Context: an optimization exercise on an open-source flow, tuned for small area. The choices shown serve that exercise and are no tape-out recipe. At most, simulation tests tie the RTL to the original design; equivalence was not proved. For runs 1 and 2, only the layout was checked, not whether the RTL still works. No activity file was given, so power comes from the tool's default toggle rates.

==> flow/run.sh <==
#!/bin/bash
# synth_recipe.tcl (not shown) runs the flow's synth.tcl, then flattens the netlist and writes it again
# the make line also repeats each setting of config.mk as NAME=value (left out here)
make -C /OpenROAD-flow-scripts/flow DESIGN_CONFIG=/design/flow/config.mk WORK_HOME=/design/flow/orfs CLKGATE_MAP_FILE= SYNTH_SCRIPT=/design/flow/synth_recipe.tcl finish
==> flow/config.mk <==
export PLATFORM = sky130hd
export DESIGN_NAME = debug_interpreter
export DESIGN_NICKNAME = debug_interpreter
export VERILOG_FILES = /design/flow/design.v
export SDC_FILE = /design/flow/constraint.sdc
export NUM_CORES = 4
export LEC_CHECK = 0
export CAP_MARGIN = 20
export CORE_MARGIN = 2
export CORE_UTILIZATION = 40
export SLEW_MARGIN = 20
==> flow/constraint.sdc <==
create_clock -name core_clock -period 5.0 [get_ports {clk}]
set_input_delay 1.0000 -clock core_clock [delete_from_list [all_inputs] [get_ports {clk}]]
set_output_delay 1.0000 -clock core_clock [all_outputs]
set_load 0.01 [all_outputs]
==> flow/design.v <==
`default_nettype none
package interp_cmd_pkg;
    typedef enum logic [8-1:0] {
        OP_ADD_ACC      = 8'h41,  
        OP_SET_END      = 8'h44,  
        OP_WRITE_CLK    = 8'h43,  
        OP_READ_ACC_POS = 8'h47,  
        OP_READ_MEM     = 8'h4C,  
        OP_RESET_CORE   = 8'h52,  
        OP_STOP_CLK     = 8'h53,  
        OP_SET_TIMEOUT  = 8'h54,  
        OP_LOAD_UPPER   = 8'h55,  
        OP_WRITE_MEM    = 8'h57,  
        OP_GET_ACC      = 8'h61,  
        OP_LOAD_LOWER   = 8'h6C,  
        OP_PING         = 8'h70,  
        OP_RESUME_CLK   = 8'h72,  
        OP_UNTIL        = 8'h75   
    } opcode_t;
    typedef logic [24-1:0] arg_t;
    typedef enum logic [1:0] {
        ACC_NONE,
        ACC_LOAD_UPPER,
        ACC_LOAD_LOWER,
        ACC_ADD
    } acc_op_t;
    typedef enum logic [2:0] {
        CORE_NONE,
        CORE_WRITE_CLK,
        CORE_STOP_CLK,
        CORE_RESUME_CLK,
        CORE_RESET,
        CORE_SET_TIMEOUT,
        CORE_SET_END,
        CORE_UNTIL
    } core_cmd_t;
endpackage
`default_nettype wire
`default_nettype none
package interp_bus_pkg;
    typedef logic [31:0] word_t;
    typedef logic [31:0] addr_t;
    typedef logic [63:0] acc_t;
    typedef logic [31:0] cycles_t;
endpackage
`default_nettype wire
`default_nettype none
module debug_interpreter (
    input  wire          clk,
    input  wire          reset,
    input  wire          uart_rx_empty,
    input  wire          uart_read_response,
    input  wire [31:0]   uart_read_data,
    output logic         uart_read,
    input  wire          uart_write_response,
    output logic         uart_write,
    output logic [31:0]  uart_write_data,
    input  wire          finish_execution,
    output logic         core_clk_enable,
    output logic         core_reset,
    output logic         write_pulse,
    output logic [31:0]  num_of_cycles_to_pulse,
    output logic         reset_bus,
    output logic         memory_mux_selector,
    output logic [31:0]  end_position,
    output logic         memory_read,
    output logic         memory_write,
    output logic [31:0]  address,
    output logic [31:0]  write_data,
    input  wire  [31:0]  read_data
);
    localparam logic [4:0]
        S_IDLE   = 5'd0,
        S_FETCH  = 5'd1,
        S_DECODE = 5'd2,
        S_POST   = 5'd3,    
        S_DWAIT  = 5'd4,
        S_FDATA  = 5'd5,
        S_W1     = 5'd6,    
        S_MEM1   = 5'd7,
        S_MEM2   = 5'd8,    
        S_MEM3   = 5'd9,    
        S_MEM4   = 5'd10,
        S_TX0    = 5'd11,
        S_TX1    = 5'd12,   
        S_TXW    = 5'd13,
        S_TXD    = 5'd14,
        S_CSTART = 5'd15,
        S_RST    = 5'd16,
        S_RDONE  = 5'd17,
        S_EN     = 5'd18,
        S_RUN    = 5'd19,
        S_UDONE  = 5'd20;
    logic [4:0]  st;
    logic [31:0] cw;
    logic [31:0] wc;
    logic [31:0] acc;
    logic [23:0] timeout;
    logic [23:0] endp;
    logic        rep;       
    logic        wp;
    logic        mw;
    logic        rb;
    logic        clk_en;
    logic        msel;
    wire [7:0]  op  = cw[7:0];
    wire [23:0] arg = cw[31:8];
    wire op_p = op == 8'h70;
    wire op_a = op == 8'h61;
    wire op_U = op == 8'h55;
    wire op_l = op == 8'h6C;
    wire op_A = op == 8'h41;
    wire op_W = op == 8'h57;
    wire op_L = op == 8'h4C;
    wire op_G = op == 8'h47;
    wire op_C = op == 8'h43;
    wire op_S = op == 8'h53;
    wire op_r = op == 8'h72;
    wire op_T = op == 8'h54;
    wire op_D = op == 8'h44;
    wire op_R = op == 8'h52;
    wire op_u = op == 8'h75;
    wire in_dec  = !reset && st == S_DECODE;
    wire in_post = !reset && st == S_POST;
    wire in_cnt  = !reset && (st == S_RST || st == S_RUN);
    wire in_clr  = !reset && (st == S_CSTART || st == S_EN);
    wire in_rd   = !reset && st == S_MEM3;
    wire a_hi   = in_dec && (op_A || op_l || op_a || op_G);
    wire a_lo   = in_dec && (op_A || op_U || op_a || op_G);
    wire b_slo  = (in_dec && (op_A || op_l || op_T)) || (in_post && op_D);
    wire b_shi  = (in_dec && (op_A || op_T)) || (in_post && op_D);
    wire b_addr = in_dec && (op_L || op_G || op_W);
    wire b_up   = in_dec && op_U;
    wire a_wc   = !reset && !(in_dec && (op_U || op_l || op_A || op_T || op_a || op_L || op_G || op_W))
                  && !(in_post && op_D) && !in_clr && !in_rd;
    wire [31:0] a_op = ({32{a_wc}} & wc)
                     | ({{24{a_hi}}, {8{a_lo}}} & acc);
    wire [31:0] b_op = ({{24{b_shi}}, {8{b_slo}}} & {{8{arg[23]}}, arg})
                     | ({32{b_addr}} & {6'b0, arg, 2'b00})
                     | ({32{b_up}} & {arg, 8'b0})
                     | ({32{in_rd}} & read_data)
                     | {30'b0, in_cnt && !(st == S_RUN && run_end), in_clr};
    wire [31:0] sum = a_op + b_op;
    wire run_end = finish_execution || (wc[24:1] == timeout);
    wire ld_acc  = reset || (in_dec && (op_U || op_l || op_A));
    wire ld_tmo  = reset || (in_dec && op_T);
    wire ld_end  = reset || (in_post && op_D);
    always_ff @(posedge clk) begin
        if (ld_acc) acc     <= sum;
        if (ld_tmo) timeout <= sum[23:0];
        if (ld_end) endp    <= sum[23:0];
        wc <= sum;
    end
    always_ff @(posedge clk) begin
        wp <= 1'b0;
        mw <= 1'b0;
        rb <= 1'b0;
        if (reset) begin
            st      <= S_IDLE;
            rep     <= 1'b0;
            clk_en  <= 1'b0;
            msel    <= 1'b0;
            rb      <= 1'b1;
        end else begin
            case (st)
                S_IDLE:  if (!uart_rx_empty) st <= S_FETCH;
                S_FETCH: if (uart_read_response) begin
                    cw <= uart_read_data;
                    st <= S_DECODE;
                end
                S_DECODE: begin
                    st <= S_IDLE;
                    if (op_p || op_a) st <= S_TX0;
                    if (op_W) st <= S_DWAIT;
                    if (op_L || op_G) st <= S_MEM1;
                    if (op_C || op_S || op_r || op_D) st <= S_POST;
                    if (op_R || op_u) st <= S_CSTART;
                end
                S_POST, S_W1: begin
                    st <= uart_rx_empty ? S_IDLE : S_FETCH;
                    if (st == S_W1) mw <= 1'b1;
                    else begin
                        if (op_C) begin
                            clk_en <= 1'b1;
                            wp     <= 1'b1;
                        end
                        if (op_S) clk_en <= 1'b0;
                        if (op_r) clk_en <= 1'b1;
                    end
                end
                S_DWAIT: if (!uart_rx_empty) st <= S_FDATA;
                S_FDATA: if (uart_read_response) begin
                    cw <= uart_read_data;
                    st <= S_W1;
                end
                S_MEM1: st <= S_MEM2;
                S_MEM2: st <= S_MEM3;
                S_MEM3: st <= S_MEM4;
                S_MEM4: st <= S_TX0;
                S_TX0:  st <= S_TX1;
                S_TX1, S_TXW: st <= uart_write_response ? S_TXD : S_TXW;
                S_TXD: begin
                    rep <= 1'b0;
                    st  <= rep ? S_TX0 : S_IDLE;
                end
                S_CSTART: begin
                    msel   <= op_u;
                    rb     <= op_u;
                    clk_en <= 1'b1;
                    wp     <= 1'b1;
                    st     <= S_RST;
                end
                S_RST: begin
                    if (wc[5:1] == 5'd20) begin
                        clk_en <= 1'b0;
                        st     <= msel ? S_EN : S_RDONE;
                    end
                end
                S_RDONE: st <= S_IDLE;
                S_EN: begin
                    clk_en <= 1'b1;
                    wp     <= 1'b1;
                    st     <= S_RUN;
                end
                S_RUN: begin
                    if (run_end) begin
                        clk_en <= 1'b0;
                        msel   <= 1'b0;
                        rb     <= 1'b1;
                        st     <= S_UDONE;
                    end
                end
                S_UDONE: begin
                    rep <= 1'b1;
                    st  <= S_TX0;
                end
                default: st <= S_IDLE;
            endcase
        end
    end
    assign uart_read           = (st == S_FETCH) || (st == S_FDATA);
    assign uart_write          = (st == S_TX1);
    assign uart_write_data     = op_p ? 32'h7700006A : rep ? 32'h6C75636B : wc;
    assign core_clk_enable     = clk_en;
    assign core_reset          = (st == S_RST) || (st == S_RDONE) || (st == S_EN);
    assign write_pulse         = wp;
    assign num_of_cycles_to_pulse = (st == S_RST) ? {24'd0, 8'd20}
                                  : (st == S_RUN) ? {8'd0, timeout}
                                  : {8'd0, arg};
    assign reset_bus           = rb;
    assign memory_mux_selector = msel;
    assign end_position        = {6'd0, endp, 2'b00};
    assign memory_read         = (st == S_MEM2);
    assign memory_write        = mw;
    assign address             = wc;
    assign write_data          = cw;
endmodule
`default_nettype wire
==> results of run 1 <==
## sequential cells by signal, summed over array words and instances, names as in the netlist, 5 cells and up
register / count
cw: 32
timeout: 24
wc: 32
acc: 32
endp: 24
st: 5
## final timing paths
| kind | start | to | slack (ns) | depth (start not counted) |
|---|---|---|---|---|
| max | reset | acc[24] | 0.27 | 16 |
| min | clk_en | clk_en | 0.51 | 2 |
| max reg2reg | st[0] | acc[24] | 0.36 | 16 |
| min reg2reg | clk_en | clk_en | 0.51 | 2 |
## per-stage QoR
stage / std cells / setup WS [ns] / hold WS [ns] / setup TNS, ns
after floorplan: 874 / 0.138 / 0.518 / 0
after global placement: 1410 / -0.0609 / 0.504 / -0.159
after detailed placement: 1410 / -0.105 / 0.500 / -0.325
after CTS: 1442 / 0.352 / 0.514 / 0
after global routing: 1442 / 0.0139 / 0.527 / 0
final: 1442 / 0.272 / 0.509 / 0
## kinds of logic (layout without fill, tap and decap cells)
kind of cell    Yosys count  count (layout)
compound gates          269             269
xor+xnor                 55              55
fa+ha+maj                32              32
buf+inv                  89             377
flops                   155             155
mux                       2               2
other cells               1              16
simple gates            256             256
## final cells by class
type	instances	area, um^2	share of cell area (%)
Multi-Input combinational cell	630	4290	34.0
Sequential cell	155	4220	33.4
Timing Repair Buffer	323	3040	24.1
Clock buffer	17	425	3.37
Tap cell	280	350	2.77
Clock inverter	15	223	1.76
Inverter	22	82.6	0.653
## layout by cell type (no fill, tap or decap), types with 7 or more instances in the layout
cell type,netlist,routed
inv_1,20,20
nand3_1,21,21
clkdlybuf4s50_1,0,222
and2_1,18,18
nand2_1,86,86
clkinv_8,0,8
and3_1,9,9
xnor2_1,43,43
a22o_1,46,46
clkbuf_16,0,17
nand4_1,12,12
a31oi_1,8,7
a221o_1,23,23
o21ai_0,21,21
buf_4,16,96
a211oi_1,8,8
ha_1,31,31
conb_1,1,16
nand2b_1,19,18
nor3_1,13,13
dfxtp_1,43,43
xor2_1,11,11
o21a_1,13,13
nor2b_1,10,10
edfxtp_1,112,112
a21o_1,15,15
a21oi_1,73,73
nor2_1,38,37
## power by group
part           switching (mW)  internal [mW]
Sequential             0.0419           1.41
Combinational           0.128          0.135
Clock                   0.667          0.734
Total                   0.837           2.28
## cell usage after synthesis, drive strengths merged (3+ instances only)
| master | number |
|---|---|
| o21ai | 26 |
| a222oi | 6 |
| edfxtp | 112 |
| o21a | 13 |
| inv | 22 |
| nand2 | 86 |
| clkbuf | 38 |
| buf | 29 |
| nor3 | 13 |
| dfxtp | 43 |
| a311oi | 4 |
| nor4 | 8 |
| nand4 | 12 |
| and2 | 18 |
| a211oi | 8 |
| nor4b | 5 |
| nand2b | 19 |
| xnor2 | 43 |
| a31oi | 9 |
| xor2 | 11 |
| o21bai | 3 |
| a41o | 4 |
| a221o | 23 |
| nand3 | 21 |
| a21o | 15 |
| nor2 | 38 |
| a22o | 46 |
| nor3b | 5 |
| a21oi | 75 |
| ha | 31 |
| a22oi | 5 |
| o22ai | 3 |
| a31o | 4 |
| o211ai | 6 |
| and3 | 9 |
| nor2b | 10 |
## metal layers
metal,wire length [um],part of all wire (%)
met1,14900,44
met5,0,0
met2,16000,48
met3,2050,6.1
met4,608,1.8
## critical path: stages
cell and delay [ns]:
clkdlybuf4s50_1 0.49, nor3_1 0.08, and2_1 0.21, a31o_2 0.26
nor4_4 0.40, buf_12 0.18, a22o_1 0.14, ha_1 0.24
a21o_1 0.18, a21o_1 0.20, or4_1 0.42, o41ai_2 0.37
a211oi_1 0.16, buf_4 0.18, a311oi_2 0.28, xnor2_1 0.11
==> impl_metrics.tcl, run 1 <==
set metrics [dict create \
    cts_buffer_depth 2 \
    grt_max_degree 33 \
    crit_type "input port to flop" \
    drt-total-wl_um 33500 \
    final.setup_skew_ns 0.0224 \
    drv_slew 0 \
    synthSimpleGateAreaFrac_pct 14.8 \
    drtAntennaViolNets 0 \
    path_clk_slew_ns 0.07 \
    total_power_mw 3.12 \
    ys_seq_area_share_pct 47.8 \
    syn_area_um2 8840 \
    synth-edff-count 112 \
    grtUsageMet2_pct 47.4 \
    grt_use_total_pct 28.7 \
    synth_compound_area_share_pct 22.3 \
    ys_seq_elements 155 \
    cts_resized 0 \
    yosysUniqueCellTypes 74 \
    drive_gt1_share_pct 13.4 \
    clock-sinks 155 \
    hpwlAfterDp_um 25100 \
    fin_crit_ns 4.73 \
    antenna_found_initial 0 \
    diodes 0 \
    syn_area_per_cell_um2 10.3 \
    cts_htree_levels 4 \
    busiest_layer "met2" \
    critPathMaxFanout 10 \
    coreArea_um2 21800 \
    setup_viol 0 \
    place.gp.congestion 0.980 \
    drt_first_pass_iters 5 \
    cts_tree "built" \
    num_rows 54 \
    vias_per_cell 5.68 \
    utilization_pct 58.1 \
    cts_buffers 17 \
    grt-ovfl-total 0 \
    die_h_um 153 \
    insertion_delay_ns 0.45 \
    synth_adder_area_share_pct 4.61 \
    hold_buffers 0 \
    final_area_um2 12600 \
    max_slew_margin_pct 38.3 \
    peakVddDrop_uv 185 \
    min_path_type "flop to flop" \
    cp-end-kind "flop" \
    max-cap-violations 0 \
    synthXorXnorAreaFrac_pct 5.60 \
    first_iter_violations 649 \
    synth_mux_area_share_pct 0.241 \
    finalHoldViolCount 0 \
    cp-start-kind "input port" \
    tightest_slew_ns 0.926 \
    fmax_mhz 212 \
    critPathRequiredTime_ns 5.18 \
    start_util_pct 40.6 \
    io_pins 239 \
    wl_per_cell_um 23.2 \
    dieArea_um2 23300 \
    fill_cells 1942 \
    grt_use_met1_pct 38.7 \
    status "finished clean" \
    grtUsageMet3_pct 5.63 \
    vias 8189 \
    syn_inst 859 \
    post_cts_buffers 0 \
    place.port_buffers 222 \
    clockRootBuffer "clkbuf_16" \
    nNetsFinal 1251 \
    grt_pass1_vias 8302 \
    synth_warnings 1 \
    dpl_cell_area_um2 12000 \
    rsz0062_at_grt "no" \
    synth_top_family_by_area "compound AO/OA/AOI/OAI gates" \
    yosysTopAreaCell "edfxtp_1" \
    period_share_pct 94.6 \
    synth_area_leaders "edfxtp_1 38%, dfxtp_1 9.7%, a22o_1 4.6%" \
    arrival_ns 4.91 \
    drc_errors 0 \
    synthArstFlopShare_pct 0 \
    area_growth_pct 43.0 \
    synthDominantCellAreaShare_pct 38.0 \
    cellPowerDensity_nw_per_um2 247 \
    die_w_um 153 \
    ys.flop_type "edfxtp_1" \
    p_leak_nw 5.13 \
    grt_pass1_wl_um 51100 \
]
==> run 2: changes to the inputs <==
--- a/flow/config.mk
+++ b/flow/config.mk
@@ -9,3 +9,4 @@
 export CORE_MARGIN = 2
 export CORE_UTILIZATION = 40
+export GPL_TIMING_DRIVEN = 0
 export SLEW_MARGIN = 20
==> run 2 against run 1 <==
  * Combinational power up 12%
  * Flip-flop and latch count unchanged
  * Sequential share of layout area up 0.78 points
  * Via count up 0.17%
  * Design area down 2.3%
  * Synthesized cell count unchanged
  * Area after synthesis unchanged
==> impl_metrics.tcl, run 2 <==
set metrics [dict create \
    status "finished clean" \
    cts_buffer_depth 2 \
    p_leak_nw 4.90 \
    num_rows 54 \
    crit_family "compound AO/OA/AOI/OAI gates" \
    drt-total-wl_um 35000 \
    synth-edff-count 112 \
    cp-start-kind "input port" \
    drt_first_pass_iters 6 \
    syn_inst 859 \
    die_h_um 153 \
    clock-sinks 155 \
    drv_slew 0 \
    clockRootBuffer "clkbuf_16" \
    start_util_pct 40.6 \
    synth_most_common_cell "edfxtp_1" \
    rsz0062_at_grt "yes" \
    cts_buffers 17 \
    place.port_buffers 221 \
    dieArea_um2 23300 \
    total_power_mw 3.11 \
    drtAntennaViolNets 0 \
    finalHoldViolCount 0 \
    ys_seq_elements 155 \
    grt_use_total_pct 29.4 \
    peakVddDrop_uv 178 \
    arrival_ns 5.06 \
    crit_top_cell "a21oi_1" \
    period_share_pct 97.4 \
    slowest_stage "a2111o_1" \
    grt_pass1_wl_um 51700 \
    fmax_mhz 205 \
    io_pins 239 \
    die_w_um 153 \
    synthArstFlopShare_pct 0 \
    max-cap-violations 0 \
    cts_tree "built" \
    synth_warnings 1 \
    grt-ovfl-total 0 \
    tightest_slew_ns 1.01 \
    fin_crit_ns 4.87 \
    worst_slack_ns 0.130 \
    place.gp.congestion 0.947 \
    final.setup_skew_ns 0.0110 \
    placed_cells 1377 \
    reg.largest.list "acc: 32 flops, cw: 32 flops, wc: 32 flops" \
    post_synth_most_frequent_cells "112 x edfxtp_1, 86 x nand2_1, 73 x a21oi_1, 46 x a22o_1" \
    area_growth_pct 39.7 \
    grt_max_degree 33 \
    holdWs_ns 0.538 \
    coreArea_um2 21800 \
    max_slew_margin_pct 32.6 \
    wl_per_cell_um 24.7 \
    path_cells "clkbuf_4, nor3_2, and2_2, a31o_4, nor4_4, buf_4, buf_2, a22o_1, ha_1, a21o_1, a21oi_1, nor2_1, or3_4, a2111o_1, a21oi_1, and4b_1" \
    vias_per_cell 5.80 \
    cellPowerDensity_nw_per_um2 252 \
    first_iter_violations 869 \
    hold_buffers 0 \
    cpPeakStageDelay_ns 0.50 \
    nNetsFinal 1223 \
    setup_viol 0 \
    hpwlAfterDp_um 26000 \
    critPathMaxFanout 11 \
    syn_area_um2 8840 \
    yosysTopAreaCell "edfxtp_1" \
    syn_area_per_cell_um2 10.3 \
    insertion_delay_ns 0.44 \
    synth_area_leaders "edfxtp_1 38%, dfxtp_1 9.7%, a22o_1 4.6%" \
    cp-end-kind "flop" \
    critPathRequiredTime_ns 5.19 \
    antenna_found_initial 1 \
    layout_commonest_cell "clkdlybuf4s50_1" \
    ys_seq_area_share_pct 47.8 \
    utilization_pct 56.8 \
    min_path_type "flop to flop" \
    yosysUniqueCellTypes 74 \
    grt_pass1_vias 7986 \
    cts_htree_levels 4 \
    path_buf_inv 3 \
    path_clk_slew_ns 0.07 \
    layoutNonFillerInstCount 1415 \
    synthDominantCellAreaShare_pct 38.0 \
    crit_type "input port to flop" \
    mostFrequentLayoutCells "221 x clkdlybuf4s50_1, 112 x edfxtp_1, 86 x nand2_1" \
    drive_gt1_share_pct 10.7 \
    place_ws_ns -1.53 \
    ys.flop_type "edfxtp_1" \
    vias 8203 \
    drc_errors 0 \
]
## run 2: cell counts after synthesis
Identical to the previous run, type by type.
## run 2: worst min-delay path, cell delays in order (launching register included)
cell	delay, ns
dfxtp_1	0.34
nor2_1	0.10
a311oi_1	0.05
## run 2: path summary, 6_finish.rpt
check | start | endpoint | slack [ns] | cells after the start
setup / recovery | reset | acc[30] | 0.13 | 16
hold / removal | clk_en | clk_en | 0.54 | 2
setup reg to reg | cw[5] | acc[31] | 0.16 | 16
hold reg to reg | clk_en | clk_en | 0.54 | 2
## run 2: per-layer routing
| layer | GRT usage [%] | share of wire [%] | up-vias |
|---|---|---|---|
| li1 | - | - | 3777 |
| met1 | 39.8 | 43 | 4003 |
| met2 | 49.1 | 48 | 384 |
| met3 | 5.94 | 7.4 | 39 |
| met4 | 6.48 | 1.5 | 0 |
| met5 | 0 | 0 | - |
## run 2: cell families (layout without fill, tap and decap cells)
kind of cell | after synthesis | after routing | synth area share [%]
compound gates | 269 | 270 | 22.3
xor+xnor | 55 | 55 | 5.60
fa+ha+maj | 32 | 32 | 4.61
buf+inv | 89 | 348 | 4.63
flops | 155 | 155 | 47.8
mux | 2 | 2 | 0.241
other cells | 1 | 17 | 0.0424
simple gates | 256 | 256 | 14.8
## run 2: area by class of cell
type	instances	area, um^2
timing repair buffer	230	2300
clock buffer	17	425
inverter	22	82.6
sequential	155	4220
buffer	64	335
clock inverter	15	195
antenna	1	2.50
multi-input combinational	631	4430
tap	280	350
fill	1926	9400
## run 2: stage by stage
stage | setup TNS [ns] | area (um^2)
finish | 0 | 12400
CTS | 0 | 12200
global placement | -83.53 | 11500
global route | -0.0554 | 12400
detailed placement | -84.21 | 11500
floorplan | 0 | 8900
## run 2: power breakdown
part / leakage [nW] / internal (mW) / switching, mW / total, mW
clock: 0.304 / 0.726 / 0.640 / 1.37
sequential: 1.46 / 1.41 / 0.0339 / 1.45
combinational: 3.13 / 0.146 / 0.148 / 0.294
## run 2: repair_timing
action	4_1_cts	5_1_grt
pin swaps	1	4
gates resized for setup	19	27
setup buffers	1	6
setup endpoints to repair	87	47
gates cloned	1	0
==> run 3: changes to the inputs <==
--- a/flow/design.v
+++ b/flow/design.v
@@ -104,4 +104,5 @@
     logic        clk_en;
     logic        msel;
+    logic        rst_q;     
     wire [7:0]  op  = cw[7:0];
     wire [23:0] arg = cw[31:8];
@@ -121,9 +122,9 @@
     wire op_R = op == 8'h52;
     wire op_u = op == 8'h75;
-    wire in_dec  = !reset && st == S_DECODE;
-    wire in_post = !reset && st == S_POST;
-    wire in_cnt  = !reset && (st == S_RST || st == S_RUN);
-    wire in_clr  = !reset && (st == S_CSTART || st == S_EN);
-    wire in_rd   = !reset && st == S_MEM3;
+    wire in_dec  = st == S_DECODE;
+    wire in_post = st == S_POST;
+    wire in_cnt  = st == S_RST || st == S_RUN;
+    wire in_clr  = st == S_CSTART || st == S_EN;
+    wire in_rd   = st == S_MEM3;
     wire a_hi   = in_dec && (op_A || op_l || op_a || op_G);
     wire a_lo   = in_dec && (op_A || op_U || op_a || op_G);
@@ -132,5 +133,5 @@
     wire b_addr = in_dec && (op_L || op_G || op_W);
     wire b_up   = in_dec && op_U;
-    wire a_wc   = !reset && !(in_dec && (op_U || op_l || op_A || op_T || op_a || op_L || op_G || op_W))
+    wire a_wc   = !rst_q && !(in_dec && (op_U || op_l || op_A || op_T || op_a || op_L || op_G || op_W))
                   && !(in_post && op_D) && !in_clr && !in_rd;
     wire [31:0] a_op = ({32{a_wc}} & wc)
@@ -143,11 +144,12 @@
     wire [31:0] sum = a_op + b_op;
     wire run_end = finish_execution || (wc[24:1] == timeout);
-    wire ld_acc  = reset || (in_dec && (op_U || op_l || op_A));
-    wire ld_tmo  = reset || (in_dec && op_T);
+    wire ld_acc  = rst_q || (in_dec && (op_U || op_l || op_A));
+    wire ld_tmo  = rst_q || (in_dec && op_T);
     wire ld_end  = reset || (in_post && op_D);
     always_ff @(posedge clk) begin
         if (ld_acc) acc     <= sum;
         if (ld_tmo) timeout <= sum[23:0];
-        if (ld_end) endp    <= sum[23:0];
+        if (ld_end) endp    <= reset ? 24'd0 : sum[23:0];
+        rst_q <= reset;
         wc <= sum;
     end
--- a/flow/config.mk
+++ b/flow/config.mk
@@ -9,4 +9,4 @@
 export CORE_MARGIN = 2
 export CORE_UTILIZATION = 40
-export GPL_TIMING_DRIVEN = 0
+export CTS_BUF_LIST = sky130_fd_sc_hd__clkbuf_8
 export SLEW_MARGIN = 20
==> run 3 against run 2 <==
  * Sequential share of layout area increased by 1.1 points
  * Via count decreased by 1.3%
  * Die area increased by 0.99%
  * First-iteration DRC count decreased by 28%
  * Final cell count increased by 1.3%
  * Non-clock buffer count decreased by 28
  * Clock skew increased by 0.016 ns
  * Utilization decreased by 1.9 points
  * Flip-flop and latch count increased by 1
  * Count of clock-buffer cells in the layout increased by 1
  * Setup slack improved by 0.21 ns
==> impl_metrics.tcl, run 3 <==
set metrics [dict create \
    io_pins 239 \
    grt_max_degree 39 \
    cts_buffers 17 \
    wl_per_cell_um 22.9 \
    layout_commonest_cell "clkdlybuf4s50_1" \
    post_synth_most_frequent_cells "136 x nand2_1, 112 x edfxtp_1, 59 x a21oi_1, 44 x dfxtp_1, 42 x xnor2_1" \
    r2r_end "acc[24]" \
    clockRootBuffer "clkbuf_8" \
    ys.flop_type "edfxtp_1" \
    drt-total-wl_um 32800 \
    crit_type "flop to flop" \
    num_rows 54 \
    die_w_um 153 \
    synthXorXnorAreaFrac_pct 4.80 \
    vias 8097 \
    max-cap-violations 0 \
    multiInputGateArea_um2 4430 \
    critPathLaunch "cw[0]" \
    tightest_slew_ns 0.893 \
    grt_use_total_pct 27.4 \
    setup.worst_path.end "acc[24]" \
    register_area_um2 4240 \
    synth_area_leaders "edfxtp_1 38%, dfxtp_1 9.9%, nand2_1 5.7%" \
    fill_cells 2011 \
    grt_use_met1_pct 35.6 \
    cts_tree "built" \
    grt-ovfl-total 0 \
    reg.largest.list "acc: 32 flops, cw: 32 flops, wc: 32 flops" \
    period_share_pct 93.2 \
    synthSimpleGateAreaFrac_pct 19.6 \
    place.gp.congestion 0.926 \
    drv_slew 0 \
    insertion_delay_ns 0.49 \
    synthArstFlopShare_pct 0 \
    total_power_mw 2.76 \
    place.port_buffers 222 \
    diodes 0 \
    drt_first_pass_iters 5 \
    dieArea_um2 23500 \
    drive_gt1_share_pct 8.75 \
    path_clk_slew_ns 0.10 \
    synth-edff-count 112 \
    r2r.worst_path.cells 15 \
    die_h_um 153 \
    drc_errors 0 \
    finalHoldViolCount 0 \
    start_util_pct 40.8 \
    cts_buffer_depth 2 \
    busiest_layer "met2" \
    syn_area_um2 8930 \
    antenna_found_initial 1 \
    fin_setup_tns_ns 0 \
    syn_area_per_cell_um2 9.86 \
    grtUsageMet3_pct 5.95 \
    p_leak_nw 4.64 \
    status "finished clean" \
    cts_htree_levels 4 \
    synth_mux_area_share_pct 0.350 \
    syn_inst 906 \
    rsz0062_at_grt "no" \
    final.setup_skew_ns 0.0269 \
    r2r_slack_ns 0.34 \
    yosysTopAreaCell "edfxtp_1" \
    cp-end-kind "flop" \
    vias_per_cell 5.65 \
    synth_top_family_by_area "simple AND/OR/NAND/NOR gates" \
    grtUsageMet2_pct 45.3 \
    synth_compound_area_share_pct 19.1 \
    clock-sinks 156 \
    fin_crit_ns 4.66 \
    synth_most_common_cell "nand2_1" \
    arrival_ns 5.00 \
    cp-start-kind "flop" \
    synth_warnings 1 \
    synthDominantCellAreaShare_pct 37.7 \
    max_slew_margin_pct 40.4 \
    rr_startpoint "cw[0]" \
    setup_viol 0 \
    hold_buffers 0 \
    mostFrequentLayoutCells "222 x clkdlybuf4s50_1, 136 x nand2_1, 112 x edfxtp_1" \
    yosysUniqueCellTypes 80 \
    grt_pass1_vias 7902 \
    coreArea_um2 21900 \
    min_from "clk_en" \
    nNetsFinal 1243 \
    grt_pass1_wl_um 48400 \
    peakVddDrop_uv 124 \
    first_iter_violations 628 \
    min_path_type "flop to flop" \
    fmax_mhz 215 \
    hpwlAfterDp_um 24000 \
    cellPowerDensity_nw_per_um2 230 \
    critPathMaxFanout 12 \
    ys_seq_elements 156 \
    synth_adder_area_share_pct 4.57 \
    ys_seq_area_share_pct 47.5 \
    drtAntennaViolNets 0 \
    area_growth_pct 34.4 \
    critPathRequiredTime_ns 5.34 \
]
run 3: power by group:
part           switching (mW)  internal (mW)
logic                   0.158          0.160
clock network           0.584          0.387
registers              0.0446           1.43
run 3: worst max-delay path, cell delays in order (launching register included):
cell,delay [ns]
edfxtp_1,0.56
or2_2,0.38
o31a_1,0.27
nor3_1,0.25
nor4b_1,0.10
and2_1,0.21
a22o_1,0.25
ha_1,0.23
fa_1,0.43
a21o_1,0.20
a221oi_2,0.40
nor3_2,0.13
o32ai_2,0.39
a21oi_2,0.13
or4b_1,0.48
nand3_1,0.11
run 3: cell families after synthesis:
| group | Yosys count |
|---|---|
| compound gates | 241 |
| buf+inv | 77 |
| simple gates | 347 |
| xor+xnor | 49 |
| mux | 3 |
| fa+ha+maj | 32 |
| flops | 156 |
| other cells | 1 |
run 3: worst min-delay path by stage:
stage                   to  depth (start not counted)  slack, ns
finish              clk_en                          2       0.51
global route        clk_en                          2       0.53
CTS                 clk_en                          2       0.51
detailed placement  clk_en                          2       0.50
global placement    clk_en                          2       0.49
floorplan           clk_en                          2       0.52
run 3: timing repair:
item,in CTS,in global routing
setup buffers,0,5
setup endpoints to repair,0,2
gates resized for setup,0,1
run 3: metrics by stage:
stage | area [um^2] | util [%] | setup slack [ns] | hold slack, ns | std cells
after CTS | 12000 | 54.7 | 0.284 | 0.511 | 1429
after global routing | 12000 | 54.9 | 0.0208 | 0.534 | 1434
after detailed placement | 11600 | 52.9 | 0.327 | 0.497 | 1397
final | 12000 | 54.9 | 0.342 | 0.510 | 1434
after global placement | 11600 | 52.9 | 0.431 | 0.487 | 1397
after floorplan | 8990 | - | 0.577 | 0.518 | 921
run 3: routing by layer:
layer / share of wire, % / routed length [um]
met1: 43 / 14000
met2: 47 / 15500
met3: 6.7 / 2190
met4: 3.0 / 994
met5: 0.040 / 13
run 3: layout make-up:
class	instances	share of cell area [%]
flip-flops and latches	156	35.3
multi-input cells	688	36.9
clock inverters	14	1.17
repair buffers	266	21.3
clock buffers	18	2.06
inverters	12	0.375
well taps	280	2.92
==> run 4: changes to the inputs <==
--- a/flow/config.mk
+++ b/flow/config.mk
@@ -8,5 +8,6 @@
 export CAP_MARGIN = 20
 export CORE_MARGIN = 2
-export CORE_UTILIZATION = 40
+export CORE_UTILIZATION = 55
 export CTS_BUF_LIST = sky130_fd_sc_hd__clkbuf_8
+export GPL_TIMING_DRIVEN = 0
 export SLEW_MARGIN = 20
==> run 4 against run 3 <==
  * Global-route usage is 9.2 points higher
  * Die area is 27% lower
  * Count of clock-buffer cells in the layout is 1 lower
  * Largest power group unchanged
  * Synthesized cell count stayed put
  * Critical path depth is 3 higher
  * Design area is 1.6% higher
  * Sequential power hardly changed
  * First-iteration DRC count is 74% higher
  * Flip-flop and latch count stayed put
  * Combinational power is 8.5% higher
  * Wire length is 1.6% lower
==> impl_metrics.tcl, run 4 <==
set metrics [dict create \
    synthSimpleGateAreaFrac_pct 19.6 \
    peakVddDrop_uv 188 \
    drt-total-wl_um 32200 \
    r2r_slack_ns 0.19 \
    drc_errors 0 \
    num_rows 46 \
    max_slew_margin_pct 17.4 \
    cp-start-kind "flop" \
    cts_buffers 17 \
    cellPowerDensity_nw_per_um2 227 \
    holdWs_ns 0.521 \
    die_h_um 131 \
    layout_commonest_cell "clkdlybuf4s50_1" \
    setup_viol 0 \
    slowest_stage "edfxtp_1" \
    path_buf_inv 3 \
    grt_pass1_wl_um 48400 \
    wl_per_cell_um 22.9 \
    synth_warnings 1 \
    clockRootBuffer "clkbuf_8" \
    post_synth_most_frequent_cells "136 x nand2_1, 112 x edfxtp_1, 59 x a21oi_1, 44 x dfxtp_1, 42 x xnor2_1" \
    tightest_slew_ns 1.23 \
    cts_htree_levels 4 \
    r2r_end "endp[22]" \
    insertion_delay_ns 0.47 \
    diodes 0 \
    multiInputGateArea_um2 4520 \
    syn_area_um2 8930 \
    critPathRequiredTime_ns 5.20 \
    synth_most_common_cell "nand2_1" \
    vias 8727 \
    min_path_type "flop to flop" \
    place.gp.congestion 0.969 \
    arrival_ns 5.01 \
    crit_family "simple AND/OR/NAND/NOR gates" \
    reg.largest.list "acc: 32 flops, cw: 32 flops, wc: 32 flops" \
    area_growth_pct 36.6 \
    synth_area_leaders "edfxtp_1 38%, dfxtp_1 9.9%, nand2_1 5.7%" \
    hold_buffers 0 \
    grt_max_degree 25 \
    synth-edff-count 112 \
    period_share_pct 96.2 \
    drtAntennaViolNets 0 \
    nNetsFinal 1278 \
    mostFrequentLayoutCells "222 x clkdlybuf4s50_1, 136 x nand2_1, 112 x edfxtp_1" \
    yosysTopAreaCell "edfxtp_1" \
    die_w_um 131 \
    antenna_found_initial 0 \
    syn_inst 906 \
    synth_adder_area_share_pct 4.57 \
    status "finished clean" \
    placed_cells 1363 \
    r2r.worst_path.cells 18 \
    p_leak_nw 4.72 \
    io_pins 239 \
    rr_startpoint "cw[7]" \
    fin_crit_ns 4.81 \
    crit_type "flop to flop" \
    drive_gt1_share_pct 9.84 \
    rsz0062_at_grt "no" \
    cts_buffer_depth 2 \
    ys.flop_type "edfxtp_1" \
    cpPeakStageDelay_ns 0.49 \
    drv_slew 0 \
    final.setup_skew_ns 0.0150 \
    first_iter_violations 1094 \
    critPathLaunch "cw[7]" \
    synth_compound_area_share_pct 19.1 \
    clock-sinks 156 \
    ys_seq_area_share_pct 47.5 \
    layoutNonFillerInstCount 1405 \
    synth_top_family_by_area "simple AND/OR/NAND/NOR gates" \
    coreArea_um2 15900 \
    fill_cells 1153 \
    vias_per_cell 6.21 \
    place.port_buffers 222 \
    path_cells "and4bb_2, and4_1, clkbuf_4, nor2_1, nor4b_2, and2_2, buf_6, a22o_1, ha_1, fa_1, a21o_1, a221oi_4, nor3_2, o32ai_2, buf_4, a21bo_2, a21oi_1, nor2b_1" \
    synthXorXnorAreaFrac_pct 4.80 \
    grt_pass1_vias 8379 \
    syn_area_per_cell_um2 9.86 \
    critPathMaxFanout 10 \
    yosysUniqueCellTypes 80 \
    synthArstFlopShare_pct 0 \
    grt_use_total_pct 36.7 \
    ys_seq_elements 156 \
    synth_mux_area_share_pct 0.350 \
    cp.depth 18 \
    cp-end-kind "flop" \
    synthDominantCellAreaShare_pct 37.7 \
    dieArea_um2 17300 \
    register_area_um2 4240 \
    hpwlAfterDp_um 24300 \
    max-cap-violations 0 \
    setup.worst_path.end "endp[22]" \
    start_util_pct 56.2 \
    cts_tree "built" \
    fmax_mhz 208 \
    grt-ovfl-total 0 \
    finalHoldViolCount 0 \
    path_clk_slew_ns 0.10 \
    drt_first_pass_iters 5 \
]
run 4: cell counts after synthesis:
Identical to the previous run, type by type.
run 4: logic make-up after synthesis:
kind of cell / count (synthesis)
xor gates and xnor gates: 49
adders and majority gates: 32
muxes: 3
DFF: 156
AOI/OAI and AO/OA: 241
buffers and inverters: 77
other: 1
and+or+nand+nor: 347
run 4: per-stage QoR:
| stage | setup TNS (ns) | setup slack [ns] | power (mW) | cell area, um^2 | utilization (%) |
|---|---|---|---|---|---|
| 6_report | 0 | 0.189 | 2.77 | 12200 | 76.8 |
| 5_1_grt | 0 | 0.0305 | 2.84 | 12200 | 76.8 |
| 4_1_cts | 0 | 0.00431 | 2.77 | 12100 | 76.0 |
| 3_5_place_dp | -7.74 | -0.577 | 1.83 | 11600 | 72.9 |
| 3_3_place_gp | -45.13 | -1.25 | 1.82 | 11500 | 72.3 |
| 2_1_floorplan | 0 | 0.577 | 1.63 | 8990 | - |
run 4: final cells by class:
type	instances	area share [%]
multi-input combinational	688	37.1
clock inverter	15	1.30
buffer	63	2.73
sequential	156	34.8
timing repair buffer	238	19.6
clock buffer	17	1.92
tap	216	2.22
inverter	12	0.369
run 4: timing repair:
| action | CTS | global route |
|---|---|---|
| cloned | 0 | 0 |
| setup buffers | 6 | 6 |
| gates resized for setup | 10 | 22 |
| setup endpoints to repair | 52 | 39 |
| pin swaps | 3 | 4 |
run 4: where the power goes:
group / internal, mW / switching [mW] / total [mW] / leakage [nW]
clock: 0.413 / 0.543 / 0.956 / 0.201
combinational: 0.174 / 0.172 / 0.345 / 3.04
sequential: 1.43 / 0.0413 / 1.47 / 1.47
run 4: layer usage:
| metal | GRT usage (%) | part of all wire (%) | up-vias |
|---|---|---|---|
| met3 | 7.37 | 10 | 89 |
| met2 | 60.9 | 48 | 573 |
| met4 | 14.3 | 3.4 | 0 |
| met5 | 0 | 0 | - |
| li1 | - | - | 3878 |
| met1 | 47.3 | 39 | 4187 |
run 4: worst min path at each step:
stage / slack, ns / cells past startpoint / to / start
6_report: 0.52 / 2 / clk_en / clk_en
3_5_place_dp: 0.51 / 2 / clk_en / clk_en
2_1_floorplan: 0.52 / 2 / clk_en / clk_en
5_1_grt: 0.53 / 2 / clk_en / clk_en
3_3_place_gp: 0.49 / 2 / clk_en / clk_en
4_1_cts: 0.52 / 2 / clk_en / clk_en
run 4: tightest hold or removal path, stage by stage, from the launching register on:
cell	delay, ns
dfxtp_1	0.33
nor2_1	0.10
a311oi_1	0.05
==> run 5: changes to the inputs <==
--- a/flow/config.mk
+++ b/flow/config.mk
@@ -8,6 +8,6 @@
 export CAP_MARGIN = 20
 export CORE_MARGIN = 2
-export CORE_UTILIZATION = 55
-export CTS_BUF_LIST = sky130_fd_sc_hd__clkbuf_8
-export GPL_TIMING_DRIVEN = 0
+export CORE_UTILIZATION = 40
+export CTS_BUF_LIST = sky130_fd_sc_hd__clkbuf_4 sky130_fd_sc_hd__clkbuf_8
+export CTS_CLUSTER_SIZE = 10
 export SLEW_MARGIN = 20
==> run 5 against run 4 <==
  * Worst hold slack worse by 0.011 ns
  * Non-clock buffer count down 35
  * Clock power up 2%
  * Fmax up 3.3%
  * Synthesized cell count unchanged
  * Combinational power down 7.8%
  * Die area up 36%
  * First-iteration DRC count down 43%
  * Utilization down 22 points
  * Flip-flop and latch count unchanged
  * Critical path type unchanged
  * Via count down 7.2%
  * Power down 0.28%
==> impl_metrics.tcl, run 5 <==
set metrics [dict create \
    hpwlAfterDp_um 24000 \
    holdWs_ns 0.510 \
    arrival_ns 5.00 \
    hold_buffers 0 \
    ys_seq_elements 156 \
    die_w_um 153 \
    register_area_um2 4240 \
    antenna_found_initial 1 \
    syn_inst 906 \
    period_share_pct 93.2 \
    yosysUniqueCellTypes 80 \
    mostFrequentLayoutCells "222 x clkdlybuf4s50_1, 136 x nand2_1, 112 x edfxtp_1" \
    synth_area_leaders "edfxtp_1 38%, dfxtp_1 9.9%, nand2_1 5.7%" \
    final.setup_skew_ns 0.0269 \
    ys_seq_area_share_pct 47.5 \
    synth_most_common_cell "nand2_1" \
    clockRootBuffer "clkbuf_8" \
    vias_per_cell 5.65 \
    synthSimpleGateAreaFrac_pct 19.6 \
    grt_max_degree 39 \
    path_cells "or2_2, o31a_1, nor3_1, nor4b_1, and2_1, a22o_1, ha_1, fa_1, a21o_1, a221oi_2, nor3_2, o32ai_2, a21oi_2, or4b_1, nand3_1" \
    synthArstFlopShare_pct 0 \
    nNetsFinal 1243 \
    post_synth_most_frequent_cells "136 x nand2_1, 112 x edfxtp_1, 59 x a21oi_1, 44 x dfxtp_1, 42 x xnor2_1" \
    p_leak_nw 4.64 \
    max-cap-violations 0 \
    insertion_delay_ns 0.49 \
    cpPeakStageDelay_ns 0.56 \
    grt_pass1_vias 7902 \
    cp-end-kind "flop" \
    coreArea_um2 21900 \
    synthDominantCellAreaShare_pct 37.7 \
    first_iter_violations 628 \
    setup_viol 0 \
    grt_use_total_pct 27.4 \
    synthXorXnorAreaFrac_pct 4.80 \
    yosysTopAreaCell "edfxtp_1" \
    synth-edff-count 112 \
    vias 8097 \
    reg.largest.list "acc: 32 flops, cw: 32 flops, wc: 32 flops" \
    critPathRequiredTime_ns 5.34 \
    fmax_mhz 215 \
    num_rows 54 \
    cts_htree_levels 4 \
    area_growth_pct 34.4 \
    drt-total-wl_um 32800 \
    critPathMaxFanout 12 \
    synth_adder_area_share_pct 4.57 \
    fin_setup_tns_ns 0 \
    place.gp.congestion 0.926 \
    clock-sinks 156 \
    crit_type "flop to flop" \
    cts_buffer_depth 2 \
    synth_compound_area_share_pct 19.1 \
    drc_errors 0 \
    syn_area_per_cell_um2 9.86 \
    io_pins 239 \
    max_slew_margin_pct 40.4 \
    synth_top_family_by_area "simple AND/OR/NAND/NOR gates" \
    diodes 0 \
    fill_cells 2011 \
    rsz0062_at_grt "no" \
    drt_first_pass_iters 5 \
    path_clk_slew_ns 0.10 \
    multiInputGateArea_um2 4430 \
    tightest_slew_ns 0.893 \
    dieArea_um2 23500 \
    min_path_type "flop to flop" \
    drive_gt1_share_pct 8.75 \
    start_util_pct 40.8 \
    slowest_stage "edfxtp_1" \
    cp-start-kind "flop" \
    cts_buffers 17 \
    wl_per_cell_um 22.9 \
    utilization_pct 54.9 \
    status "finished clean" \
    drv_slew 0 \
    syn_area_um2 8930 \
    drtAntennaViolNets 0 \
    grt-ovfl-total 0 \
    ys.flop_type "edfxtp_1" \
    synth_mux_area_share_pct 0.350 \
    finalHoldViolCount 0 \
    die_h_um 153 \
    peakVddDrop_uv 124 \
    cts_tree "built" \
    cellPowerDensity_nw_per_um2 230 \
    layout_commonest_cell "clkdlybuf4s50_1" \
    synth_warnings 1 \
    place.port_buffers 222 \
    grt_pass1_wl_um 48400 \
    fin_crit_ns 4.66 \
]
==> run 5: per-layer routing <==
metal | global-route usage [%] | vias to the layer above | routed length (um) | share of wire [%]
met4 | 9.65 | 2 | 994 | 3.0
li1 | - | 3797 | - | -
met5 | 0 | - | 13 | 0.040
met2 | 45.3 | 335 | 15500 | 47
met1 | 35.6 | 3905 | 14000 | 43
met3 | 5.95 | 58 | 2190 | 6.7
==> run 5: cell families after synthesis <==
| group | count (synthesis) |
|---|---|
| buffers and inverters | 77 |
| muxes | 3 |
| and+or+nand+nor | 347 |
| DFF | 156 |
| AOI/OAI and AO/OA | 241 |
| other | 1 |
| adders and majority gates | 32 |
| xor gates and xnor gates | 49 |
==> run 5: timing repair <==
action / 4_1_cts / 5_1_grt
setup buffers: 0 / 5
hold endpoints to repair: 0 / 0
gates resized for setup: 0 / 1
endpoints found under the setup margin: 0 / 2
==> run 5: cell type report <==
cell class | instances | share of cell area, %
multi-input cells | 688 | 36.9
flip-flops and latches | 156 | 35.3
repair buffers | 266 | 21.3
well taps | 280 | 2.92
clock buffers | 18 | 2.06
clock inverters | 14 | 1.17
inverters | 12 | 0.375
==> run 5: report_power, final <==
| group | switching (mW) | internal (mW) | total, mW |
|---|---|---|---|
| clock network | 0.584 | 0.387 | 0.971 |
| logic | 0.158 | 0.160 | 0.318 |
| registers | 0.0446 | 1.43 | 1.48 |
==> run 5: stage by stage <==
step           total power [mW]  cells  worst slack (ns)  cell area (um^2)
6_report                   2.76   1434             0.342             12000
3_3_place_gp               1.82   1397             0.431             11600
4_1_cts                    2.78   1429             0.284             12000
2_1_floorplan              1.63    921             0.577              8990
5_1_grt                    2.86   1434            0.0208             12000
3_5_place_dp               1.82   1397             0.327             11600
==> run 5: final timing paths <==
check | from | slack [ns] | depth (start not counted) | endpoint
setup / recovery | cw[0] | 0.34 | 15 | acc[24]
hold / removal | clk_en | 0.51 | 2 | clk_en
setup reg to reg | cw[0] | 0.34 | 15 | acc[24]
hold reg to reg | clk_en | 0.51 | 2 | clk_en
==> run 5: worst max-delay path: cells and delay by family (launching register included) <==
family / cells / cell delay [ns]
and+or+nand+nor: 7 / 1.66
AOI/OAI and AO/OA: 6 / 1.64
adders and majority gates: 2 / 0.66
DFF: 1 / 0.56
==> run 6: changes to the inputs <==
==> flow/flow/run.sh (new file) <==
#!/bin/bash
# Own flow: the standard layout (standard.sh, unchanged synthesis) with two
# placement/CTS options set through the environment:
#  - port buffers: every input and output port still gets its own buffer, but the
#    smallest one (buf_1) instead of the default clkdlybuf4s50_1;
#  - clock tree: clkbuf_8 buffers and no dummy loads.
# Each tool's output goes to ORFS's own logs under orfs/logs; make's output to standard.log.
set -euo pipefail
export BUFFER_PORTS_ARGS="-buffer_cell sky130_fd_sc_hd__buf_1"
export CTS_ARGS="-sink_clustering_enable -repair_clock_nets -dont_use_dummy_load -buf_list sky130_fd_sc_hd__clkbuf_8"
bash standard.sh > standard.log 2>&1
==> flow/standard.sh (new file) <==
#!/bin/bash
# synth_recipe.tcl (not shown) runs the flow's synth.tcl, then flattens the netlist and writes it again
# the make line also repeats each setting of config.mk as NAME=value (left out here)
make -C /OpenROAD-flow-scripts/flow DESIGN_CONFIG=/design/flow/config.mk WORK_HOME=/design/flow/orfs CLKGATE_MAP_FILE= SYNTH_SCRIPT=/design/flow/synth_recipe.tcl "${@:-finish}"
--- a/flow/config.mk
+++ b/flow/config.mk
@@ -9,5 +9,4 @@
 export CORE_MARGIN = 2
 export CORE_UTILIZATION = 40
-export CTS_BUF_LIST = sky130_fd_sc_hd__clkbuf_4 sky130_fd_sc_hd__clkbuf_8
-export CTS_CLUSTER_SIZE = 10
+export GPL_TIMING_DRIVEN = 0
 export SLEW_MARGIN = 20
removed: flow/run.sh
==> run 6 against run 5 <==
  * Still clean on timing, DRC and antenna
  * First-iteration DRC count is 6.8% higher
  * Die area stayed put
  * Synthesized cell count did not move
  * Power down 11%
  * Sequential power about the same
  * Critical path type unchanged
  * Largest cell class unchanged
==> impl_metrics.tcl, run 6 <==
set metrics [dict create \
    arrival_ns 5.05 \
    layout_commonest_cell "buf_1" \
    cts_tree "built" \
    cellPowerDensity_nw_per_um2 230 \
    critPathMaxFanout 10 \
    drt_first_pass_iters 7 \
    final.setup_skew_ns 0.0382 \
    fin_setup_tns_ns 0 \
    status "finished clean" \
    place.gp.congestion 0.963 \
    synthDominantCellAreaShare_pct 37.7 \
    place.port_buffers 222 \
    area_growth_pct 20.5 \
    drtAntennaViolNets 0 \
    ys_seq_elements 156 \
    synthArstFlopShare_pct 0 \
    wl_per_cell_um 22.3 \
    max_slew_margin_pct 28.2 \
    drc_errors 0 \
    nNetsFinal 1285 \
    grt_pass1_vias 7815 \
    min_from "clk_en" \
    coreArea_um2 21900 \
    antenna_found_initial 1 \
    max-cap-violations 0 \
    cts_buffers 17 \
    yosysTopAreaCell "edfxtp_1" \
    critPathLaunch "cw[0]" \
    drt-total-wl_um 32600 \
    start_util_pct 40.8 \
    synth_most_common_cell "nand2_1" \
    die_h_um 153 \
    grt_pass1_wl_um 47700 \
    period_share_pct 97.2 \
    utilization_pct 49.2 \
    p_leak_nw 4.10 \
    setup_viol 0 \
    syn_inst 906 \
    post_synth_most_frequent_cells "136 x nand2_1, 112 x edfxtp_1, 59 x a21oi_1, 44 x dfxtp_1, 42 x xnor2_1" \
    synth_warnings 1 \
    crit_type "flop to flop" \
    fin_crit_ns 4.86 \
    peakVddDrop_uv 122 \
    first_iter_violations 671 \
    dieArea_um2 23500 \
    syn_area_per_cell_um2 9.86 \
    r2r_slack_ns 0.14 \
    worst_slack_ns 0.142 \
    ys.flop_type "edfxtp_1" \
    die_w_um 153 \
    insertion_delay_ns 0.46 \
    min_path_type "flop to flop" \
    hpwlAfterDp_um 24800 \
    rr_startpoint "cw[0]" \
    clockRootBuffer "clkbuf_8" \
    r2r.worst_path.cells 18 \
    hold_end "clk_en" \
    holdWs_ns 0.506 \
    cts_buffer_depth 2 \
    finalHoldViolCount 0 \
    grt_max_degree 25 \
    cp-end-kind "flop" \
    tightest_slew_ns 1.07 \
    path_clk_slew_ns 0.09 \
    cp-start-kind "flop" \
    syn_area_um2 8930 \
    drv_slew 0 \
    yosysUniqueCellTypes 80 \
    critPathRequiredTime_ns 5.19 \
    cts_htree_levels 4 \
    vias_per_cell 5.73 \
    vias 8376 \
    r2r_end "endp[21]" \
    place_ws_ns -0.429 \
    reg.largest.list "acc: 32 flops, cw: 32 flops, wc: 32 flops" \
    grt-ovfl-total 0 \
    ys_seq_area_share_pct 47.5 \
    drive_gt1_share_pct 9.14 \
    num_rows 54 \
    grt_use_total_pct 27.0 \
    io_pins 239 \
    fmax_mhz 206 \
    clock-sinks 156 \
    synth_area_leaders "edfxtp_1 38%, dfxtp_1 9.9%, nand2_1 5.7%" \
    mostFrequentLayoutCells "222 x buf_1, 136 x nand2_1, 112 x edfxtp_1" \
    synth-edff-count 112 \
    hold_depth 2 \
]
## run 6: cell types whose count changed in the layout (fill, tap and decap cells not counted), sizes merged
cell | before | now
diode | 0 | 1
clkbuf | 18 | 57
inv | 23 | 12
buf | 44 | 268
clkinvlp | 1 | 0
clkdlybuf4s50 | 222 | 0
clkinv | 2 | 0
## run 6: logic make-up (layout without fill, tap and decap cells)
family | after synthesis | after routing | share of synthesized area, %
compound gates | 241 | 241 | 19.1
xor+xnor | 49 | 49 | 4.80
fa+ha+maj | 32 | 32 | 4.57
buf+inv | 77 | 337 | 4.05
flops | 156 | 156 | 47.5
mux | 3 | 3 | 0.350
other cells | 1 | 17 | 0.0420
simple gates | 347 | 347 | 19.6
## run 6: layout make-up
cell class                      instances  area (um^2)
Antenna cell                            1         2.50
Buffer                                 64          327
Clock buffer                           17          234
Fill cell                            2159        11100
Inverter                               12         45.0
Multi-Input combinational cell        688         4520
Sequential cell                       156         4240
Tap cell                              280          350
Timing Repair Buffer                  244         1050
## run 6: how the worst max path moves through the flow
stage / endpoint
after global placement: acc[15]
after global routing: acc[24]
after detailed placement: acc[30]
after CTS: acc[30]
final: endp[21]
after floorplan: acc[24]
## run 6: worst max-delay path, stage by stage, from the launching register on
cell and delay (ns):
edfxtp_1 0.45, buf_4 0.17, or2_2 0.32, o31a_1 0.28, nor3_2 0.22, nor4b_2 0.08
and2_1 0.16, clkbuf_1 0.13, buf_4 0.21, a22o_1 0.26, ha_1 0.41, and3_1 0.27
a21boi_2 0.28, a211oi_4 0.09, buf_4 0.19, o32a_1 0.41, a311oi_2 0.37, xor2_2 0.15
nor2b_1 0.16
## run 6: per-stage QoR
| stage | cell area (um^2) | cells | power, mW |
|---|---|---|---|
| floorplan | 8990 | 921 | 1.63 |
| global placement | 10200 | 1423 | 1.75 |
| detailed placement | 10300 | 1427 | 1.75 |
| CTS | 10600 | 1450 | 2.47 |
| global route | 10800 | 1462 | 2.56 |
| finish | 10800 | 1462 | 2.47 |
## run 6: report_power, final
part | internal, mW | switching [mW] | leakage, nW
sequential | 1.43 | 0.0430 | 1.47
combinational | 0.0969 | 0.168 | 2.51
clock | 0.301 | 0.433 | 0.122
## run 6: repair_timing
action | CTS | global route
gates resized for setup | 10 | 20
hold buffers | 0 | 0
setup endpoints to repair | 35 | 39
buffers inserted | 6 | 12
pin swaps | 1 | 5
## run 6: metal layers
layer | track usage (%) | wire (um) | vias to the layer above
li1 | - | - | 3873
met1 | 36.5 | 13900 | 3982
met2 | 42.2 | 14600 | 462
met3 | 6.10 | 2960 | 59
met4 | 11.0 | 1160 | 0
met5 | 0 | 0 | -
==> run 7: changes to the inputs <==
==> flow/flow/run.sh (replaced) <==
#!/bin/bash
# Own flow: the standard layout (standard.sh, unchanged synthesis) with a few
# ORFS options set through the environment:
#  - port buffers: every input and output port still gets its own buffer, but the
#    smallest one (buf_1) instead of the default clkdlybuf4s50_1;
#  - the buffers ABC inserted during synthesis are removed at floorplan (placement is
#    not timing driven, so nothing else removes them); repair then adds what timing needs;
#  - clock tree: clkbuf_8 buffers and no dummy loads.
# ORFS writes each tool's full log under orfs/logs; make's own output goes to standard.log.
set -euo pipefail
export BUFFER_PORTS_ARGS="-buffer_cell sky130_fd_sc_hd__buf_1"
export REMOVE_ABC_BUFFERS=1
export CTS_ARGS="-sink_clustering_enable -repair_clock_nets -dont_use_dummy_load -buf_list sky130_fd_sc_hd__clkbuf_8"
bash standard.sh > standard.log 2>&1
==> run 7 against run 6 <==
  * Combinational power shrank 7.9%
  * Sequential share of layout area grew 0.38 points
  * Still clean
  * Design area shrank 0.66%
  * Synthesized cell count is the same
  * First-iteration DRC count grew 15%
  * Worst hold slack gained 0.0074 ns
  * Power shrank 0.77%
  * Critical path type unchanged
  * Largest cell class unchanged
  * Sequential power is essentially flat
==> impl_metrics.tcl, run 7 <==
set metrics [dict create \
    hold_buffers 0 \
    r2r_slack_ns 0.18 \
    area_growth_pct 19.7 \
    fin_crit_ns 4.82 \
    layout_commonest_cell "buf_1" \
    critPathMaxFanout 19 \
    syn_area_per_cell_um2 9.86 \
    cellPowerDensity_nw_per_um2 229 \
    drt_first_pass_iters 6 \
    crit_type "flop to flop" \
    synth-edff-count 112 \
    tightest_slew_ns 1.09 \
    die_w_um 153 \
    synth_area_leaders "edfxtp_1 38%, dfxtp_1 9.9%, nand2_1 5.7%" \
    synthDominantCellAreaShare_pct 37.7 \
    placed_cells 1374 \
    grt_pass1_wl_um 46500 \
    grt-ovfl-total 0 \
    status "finished clean" \
    cts_buffers 17 \
    hpwlAfterDp_um 22600 \
    ys.flop_type "edfxtp_1" \
    synth_most_common_cell "nand2_1" \
    clock-sinks 156 \
    period_share_pct 96.3 \
    yosysTopAreaCell "edfxtp_1" \
    place.gp.congestion 0.911 \
    min_path_type "flop to flop" \
    post_synth_most_frequent_cells "136 x nand2_1, 112 x edfxtp_1, 59 x a21oi_1, 44 x dfxtp_1, 42 x xnor2_1" \
    vias_per_cell 5.77 \
    start_util_pct 40.8 \
    cts_htree_levels 4 \
    ys_seq_elements 156 \
    critPathRequiredTime_ns 5.28 \
    syn_inst 906 \
    cts_tree "built" \
    synth_warnings 1 \
    layoutNonFillerInstCount 1414 \
    coreArea_um2 21900 \
    fmax_mhz 208 \
    ys_seq_area_share_pct 47.5 \
    syn_area_um2 8930 \
    max-cap-violations 0 \
    peakVddDrop_uv 131 \
    num_rows 54 \
    finalHoldViolCount 0 \
    max_slew_margin_pct 27.1 \
    p_leak_nw 4.04 \
    grt_pass1_vias 7799 \
    clockRootBuffer "clkbuf_8" \
    reg.largest.list "acc: 32 flops, cw: 32 flops, wc: 32 flops" \
    mostFrequentLayoutCells "221 x buf_1, 136 x nand2_1, 112 x edfxtp_1" \
    cp-start-kind "flop" \
    grt_use_total_pct 25.9 \
    dieArea_um2 23500 \
    drt-total-wl_um 31100 \
    insertion_delay_ns 0.45 \
    place.port_buffers 222 \
    setup_viol 0 \
    first_iter_violations 772 \
    vias 8165 \
    grt_max_degree 29 \
    drtAntennaViolNets 0 \
    nNetsFinal 1238 \
    utilization_pct 48.9 \
    fill_cells 2084 \
    drive_gt1_share_pct 9.08 \
    cts_buffer_depth 2 \
    drv_slew 0 \
    wl_per_cell_um 22.0 \
    holdWs_ns 0.514 \
    die_h_um 153 \
    cp-end-kind "flop" \
    synthArstFlopShare_pct 0 \
    io_pins 239 \
    yosysUniqueCellTypes 80 \
    drc_errors 0 \
    antenna_found_initial 1 \
    path_clk_slew_ns 0.08 \
    diodes 0 \
    arrival_ns 5.10 \
    final.setup_skew_ns 0.0389 \
]
-- run 7: cell counts after synthesis --
Identical to the previous run, type by type.
-- run 7: cells by family (layout without fill, tap and decap cells) --
logic type	after synthesis	count (layout)	share of synthesized area [%]
AOI/OAI and AO/OA	241	241	19.1
adders and majority gates	32	32	4.57
other	1	16	0.0420
buffers and inverters	77	289	4.05
muxes	3	3	0.350
xor gates and xnor gates	49	49	4.80
and+or+nand+nor	347	348	19.6
DFF	156	156	47.5
-- run 7: layout make-up --
cell class	instances	area, um^2	area share [%]
clock buffers	17	234	2.19
inverters	12	45.0	0.421
multi-input cells	689	4570	42.7
flip-flops and latches	156	4260	39.8
well taps	280	350	3.28
repair buffers	260	1240	11.6
-- run 7: critical path, cell delays in order, from the launching register on --
cell and delay (ns):
dfxtp_2 0.56, nor2_2 0.17, nand2_1 0.29, o21ai_4 0.17, buf_8 0.18, or2_2 0.38, a221o_1 0.39, ha_1 0.22
fa_1 0.44, a21o_1 0.22, a221oi_4 0.36, nor3_2 0.16, o32ai_4 0.35, a21oi_2 0.14, or4b_1 0.49, nand3_1 0.12
-- run 7: power breakdown --
part	switching, mW	total, mW	internal [mW]
clock	0.424	0.725	0.301
sequential	0.0528	1.48	1.43
combinational	0.153	0.244	0.0913
total	0.630	2.45	1.82
-- run 7: final timing paths --
check	startpoint	endpoint	cells after the start
worst min-delay path	clk_en	clk_en	2
worst min register to register	clk_en	clk_en	2
worst max-delay path	st[4]	acc[24]	15
worst max register to register	st[4]	acc[24]	15
-- run 7: stage by stage --
step	total power [mW]	setup WS [ns]	cell area (um^2)	TNS, ns
after floorplan	1.61	-0.981	8670	-40.36
after global placement	1.72	-3.49	9860	-340.44
after detailed placement	1.74	-1.00	10200	-41.65
after CTS	2.46	0.0709	10600	0
after global routing	2.55	-0.0249	10700	-0.0391
final	2.45	0.183	10700	0
-- run 7: repair_timing --
item | in CTS | in global routing
gates cloned | 1 | 0
pin swaps | 1 | 4
resized for setup | 16 | 9
hold endpoints to repair | 0 | 0
setup endpoints to repair | 81 | 16
buffers inserted | 15 | 7
-- run 7: per-layer routing --
metal / wire, um / track usage [%] / vias to the layer above
met5: 0 / 0 / -
met1: 13600 / 35.5 / 3901
met2: 14100 / 40.6 / 407
li1: - / - / 3784
met3: 2290 / 4.76 / 73
met4: 1140 / 10.7 / 0

==> what the ideal ports hide <==
No port has a modelled driver above. Below, the same layouts with a new extraction and two added sets of constraints.
Step 1 (the two cells are an assumption about what drives the block):
set clk [get_ports {clk}]
set_driving_cell -lib_cell sky130_fd_sc_hd__clkbuf_16 $clk
set_driving_cell -lib_cell sky130_fd_sc_hd__buf_2 [delete_from_list [all_inputs] $clk]
Step 2, shift: input delay + t, output delay - t, t = (earliest + latest rising clock arrival at the registers) / 2. This alone moves slack from input paths to output paths.
Slacks: ideal ports / drivers / drivers and shift; pairs: ideal ports / drivers.
| run | shift t [ns] | setup WS [ns] | hold slack, ns | worst data-port slew with drivers (ns) | cell pins on the clock port's net |
|---|---|---|---|---|---|
| run 1 | 0.491 | 0.272 / 0.291 / -0.200 | 0.509 / 0.509 / 0.509 | 0.06 | 1 |
| run 2 | 0.484 | 0.130 / 0.149 / -0.335 | 0.538 / 0.538 / 0.538 | 0.08 | 1 |
| run 3 | 0.523 | 0.342 / 0.342 / 0.342 | 0.510 / 0.510 / 0.510 | 0.06 | 1 |
| run 4 | 0.500 | 0.189 / 0.189 / 0.189 | 0.521 / 0.521 / 0.521 | 0.07 | 1 |
| run 5 | 0.523 | 0.342 / 0.342 / 0.342 | 0.510 / 0.510 / 0.510 | 0.06 | 1 |
| run 6 | 0.485 | 0.142 / 0.142 / 0.142 | 0.506 / 0.506 / 0.506 | 0.07 | 1 |
| run 7 | 0.479 | 0.183 / 0.183 / 0.183 | 0.514 / 0.514 / 0.514 | 0.07 | 1 |
With both steps, setup timing fails in run 1 and run 2, where it was met with ideal ports. The setup slack of run 1, which loses most, moves by +0.019 ns with the drivers and by -0.472 ns with both steps.
